What follows belongs to an exercise in optimizing a design on an open flow for small area; a production flow would make more cautious choices. At most, simulation tests tie the RTL to the original design; equivalence was not proved. No activity file was given, so power comes from the tool's default toggle rates.

Setup of run A:
## axi_qspi_controller
module axi_qspi_controller
(
  input  logic       s_axi_aclk,
  input  logic       s_axi_aresetn,
  input  logic       s_axi_awvalid_i,
  input  axi_lite_pkg::addr_t      s_axi_awaddr_i,
  output logic       s_axi_awready_o,
  input  logic       s_axi_wvalid_i,
  input  axi_lite_pkg::data_t      s_axi_wdata_i,
  input  axi_lite_pkg::strb_t      s_axi_wstrb_i,
  output logic       s_axi_wready_o,
  output logic       s_axi_bvalid_o,
  output logic [1:0]               s_axi_bresp_o,
  input  logic       s_axi_bready_i,
  input  logic       s_axi_arvalid_i,
  input  axi_lite_pkg::addr_t      s_axi_araddr_i,
  output logic       s_axi_arready_o,
  output logic       s_axi_rvalid_o,
  output axi_lite_pkg::data_t      s_axi_rdata_o,
  output logic [1:0]               s_axi_rresp_o,
  input  logic       s_axi_rready_i,
  output logic       spi_clk_o,
  output logic [1:0] spi_csn_o,
  output logic       spi_sdo_o,
  input  logic       spi_sdi_i
);
  localparam logic [2:0] E_IDLE  = 3'd0;
  localparam logic [2:0] E_CMD   = 3'd1;
  localparam logic [2:0] E_ADDR  = 3'd2;
  localparam logic [2:0] E_DUMMY = 3'd3;
  localparam logic [2:0] E_DATA  = 3'd4;
  localparam logic [2:0] E_FIN   = 3'd5;
  logic [7:0]  clkdiv;
  logic        cpol;
  logic [7:0]  cmd;
  logic [23:0] addr;
  logic [5:0]  dlen;
  logic        addr_en;
  logic [3:0]  dummy;
  logic        wr_dir;
  logic [31:0] tx;
  logic        cs_def;
  logic [31:0] cs_a0;
  logic [31:0] cs_m0;
  logic [31:0] cs_a1;
  logic [31:0] cs_m1;
  logic        aw_q;
  logic        bvalid_q;
  logic        bresp_q;
  logic        trig_q;
  logic [2:0]  rs;
  logic [3:0]  ridx;
  logic [2:0]  es;
  logic [7:0]  div;
  logic        sclk;
  logic [5:0]  k;
  logic [31:0] rx;
  logic        cs_q;
  logic        sdo;
  logic        wr_go;
  logic        wr_ok;
  logic [3:0]  wsel;
  logic        we;
  logic [3:0]  st;
  logic [31:0] wd;
  assign st    = s_axi_wstrb_i;
  assign wd    = s_axi_wdata_i;
  assign wsel  = s_axi_awaddr_i[5:2];
  assign wr_go = s_axi_awvalid_i & s_axi_wvalid_i & ~bvalid_q & ~aw_q;
  assign wr_ok = (s_axi_awaddr_i[31:6] == 26'h0) && (s_axi_awaddr_i[1:0] == 2'b00) &&
                 (wsel <= 4'd11);
  assign we    = aw_q & wr_ok;
  assign s_axi_awready_o = aw_q;
  assign s_axi_wready_o  = aw_q;
  ...
Size: about 1,000 cells after synthesis, about 280 flip-flops, roughly 150 I/O pins, ~13,000 um^2 of cells after synthesis.
==> flow/config.mk <==
export PLATFORM = sky130hd
export DESIGN_NAME = axi_qspi_controller
export DESIGN_NICKNAME = axi_qspi_controller
export VERILOG_FILES = /design/flow/design.v
export SDC_FILE = /design/flow/constraint.sdc
export NUM_CORES = 4
export LEC_CHECK = 0
export CAP_MARGIN = 20
export CORE_MARGIN = 2
export CORE_UTILIZATION = 50
export GPL_TIMING_DRIVEN = 0
export SLEW_MARGIN = 20
==> flow/constraint.sdc <==
create_clock -name core_clock -period 5.0 [get_ports {s_axi_aclk}]
set_input_delay 1.0000 -clock core_clock [delete_from_list [all_inputs] [get_ports {s_axi_aclk}]]
set_output_delay 1.0000 -clock core_clock [all_outputs]
set_load 0.01 [all_outputs]
standard.sh (not shown) runs the stock make flow with config.mk's settings and CLKGATE_MAP_FILE= SYNTH_SCRIPT=/design/flow/synth_recipe.tcl, a recipe that flattens the netlist after the stock synthesis.
==> flow/flow/run.sh <==
#!/bin/bash
# The standard layout with three changes:
#  - synthesis maps the logic with an area-oriented ABC script (flow/abc_area.script)
#    instead of the speed script; everything else in the synthesis is the standard flow's own
#    synth_recipe.tcl, so the registers are the same as in the standard synthesis;
#  - the port buffers are the smallest buffer cell;
#  - the clock tree uses fewer, larger sink clusters and no dummy loads.
set -euo pipefail
here=$(pwd)
{
  head -n 1 synth_recipe.tcl
  echo "proc abc {args} {"
  echo "  set j [lsearch \$args -script]"
  echo "  if {\$j >= 0} { lset args [expr {\$j + 1}] $here/flow/abc_area.script }"
  echo "  yosys abc {*}\$args"
  echo "}"
  tail -n +2 synth_recipe.tcl
} > area_synth.tcl
export BUFFER_PORTS_ARGS="-buffer_cell sky130_fd_sc_hd__buf_1"
export CTS_ARGS="-sink_clustering_enable -repair_clock_nets -sink_clustering_size 25 -sink_clustering_max_diameter 100 -dont_use_dummy_load -buf_list sky130_fd_sc_hd__clkbuf_16"
bash standard.sh SYNTH_SCRIPT=$here/area_synth.tcl finish > standard.log 2>&1
==> flow/flow/abc_area.script <==
&get -n
&st
&dch
&nf -R 1000
&st
&dch
&nf -R 1000
&st
&dch
&nf -R 1000
&put
Modified inputs, run B compared to run A
- a deleted GPL_TIMING_DRIVEN that had been 0
- a change of SLEW_MARGIN from 20 to 5
- a change of CAP_MARGIN from 20 to 5
[summary]
- Every stage of the flow completed for run B, and the final layout passed the timing, design-rule and antenna checks.
- Cmp run A and run B / fraction of standard cell area that is sequential / lower: run A
- Of run A and run B, run B shows the lower portion of the clock cycle consumed by the worst path in the final layout, with run A above it.
- In the flow results for run A and run B, the cell count along the critical path is smaller on run B.
- Taking run A as the reference, in run B via count of the first global-routing pass grew by about 3%, clock skew saw a decrease.
### run B -> run C
- CAP_MARGIN: 5 -> 20
- SLEW_MARGIN: 5 -> 20
[summary]
On wire length, run B and run C are basically level. | total leakage power | run C vs run B | ≈ equal |. Against run B, maximum frequency in run C fell slightly. The initial antenna violation count of run C and that of run B are within noise of each other. Utilization after layout essentially unchanged between run B and run C. Between run B and run C, the sequential share of cell area does not differ in any meaningful way. Comparing run C against run B, there is no change at all in met1 global-route usage. Run C — period utilization 0.49 points higher, run B as reference. Setup WNS run B -> run C: worse. Run B and run C ended up with nearly the same post-synthesis to final-layout area growth.

* * *

== garnet ==
axi_qspi_controller, a different RTL version from the one above (not shown whole).
Size in the first run: roughly 1100 cells after synthesis, ~150 I/O pins.
export LEC_CHECK = 0
export CAP_MARGIN = 20
export CORE_MARGIN = 2
export CORE_UTILIZATION = 50
export SLEW_MARGIN = 20
create_clock -name core_clock -period 5.0 [get_ports {s_axi_aclk}]
==> flow/flow/run.sh <==
#!/bin/bash
# The standard layout, with the port buffers made of the smallest buffer
# cell and a clock tree of fewer, larger sink clusters without dummy loads.
set -euo pipefail
export BUFFER_PORTS_ARGS="-buffer_cell sky130_fd_sc_hd__buf_1"
export CTS_ARGS="-sink_clustering_enable -repair_clock_nets -sink_clustering_size 25 -sink_clustering_max_diameter 100 -dont_use_dummy_load -buf_list sky130_fd_sc_hd__clkbuf_16"
bash standard.sh > standard.log 2>&1
garnet: no failed stages, no open violations at the end
What willow does differently from garnet at the input level:
Settings: a change of CORE_UTILIZATION from 50 to 40.
==> flow/run.sh (new file) <==
#!/bin/bash
# synth_recipe.tcl (not shown) runs the flow's synth.tcl, then flattens the netlist and writes it again
# the make line also repeats each setting of config.mk as NAME=value (left out here)
make -C /OpenROAD-flow-scripts/flow DESIGN_CONFIG=/design/flow/config.mk WORK_HOME=/design/flow/orfs CLKGATE_MAP_FILE= SYNTH_SCRIPT=/design/flow/synth_recipe.tcl finish
removed: flow/flow/run.sh
removed: flow/standard.sh
Notes after the runs:
Re critical path depth: garnet was lower than willow. Ratio of final minimum period to clock period is lower on garnet. As of willow, power of the clock network had risen by more than half compared to garnet. [compare] base=garnet new=willow: minimum setup slack among reg-to-reg paths went up 0.22 ns, total routed wire length on the met1 layer saw an increase, design area has increased. DRC violation count after routing came out exactly the same in garnet and willow. Re post-detailed-routing wire length: garnet and willow aren't equal, and the higher value belongs to willow.
diff inputs: willow => fjord
Settings: CTS_BUF_LIST: unset -> sky130_fd_sc_hd__clkbuf_4; CORE_UTILIZATION: 40 -> 55.
Notes after the runs:
The final standard cell utilization of the core reported for fjord is greater than that of willow by 18 points. Summary of fjord over willow: effective utilization at floorplan +15 points; sequential share of layout area +0.95 points; post-route fraction of the period consumed by the critical path +3.6 points; post-route standard cell area excluding fillers -320 sq um. Going from willow to fjord, final worst-path setup slack went down by 0.18 ns, worst slew margin relative to its limit went down by 7.9 points, detailed-route wire length per cell went down by 1.9%, mean cell area of the mapped netlist was more or less identical.
No run of this note included a check of the RTL's function; only the layout flow was run.

## separate check: timing with driven ports
How much do the figures lean on ideal ports? The routed layouts below were timed once more, with nothing changed but the port constraints.
Step 1, drivers: a clkbuf_16 drives s_axi_aclk and a buf_2 each remaining input, both assumed.
Step 2 times the ports against the registers' clock, not the clock port: input delays grow and output delays shrink by t, the midpoint of the rising clock arrivals with the driver on.
Three values: no drivers, after step 1, after step 2; two values: the first two.
run | t (ns) | slack for setup (ns) | worst data-port slew with drivers (ns)
run A | 0.532 | 0.685 / 0.685 / 0.636 | 0.04
run B | 0.543 | 0.895 / 0.844 / 0.723 | 0.04
run C | 0.544 | 0.871 / 0.818 / 0.752 | 0.04
garnet | 0.547 | 0.959 / 0.909 / 1.456 | 0.04
willow | 0.617 | 0.519 / 0.465 / 1.082 | 0.06
fjord | 0.732 | 0.338 / 0.292 / 1.024 | 0.04
After both steps setup and hold are still met in every run listed. The setup slack of run B, which loses most, moves by -0.051 ns with the drivers and by -0.172 ns with both steps.
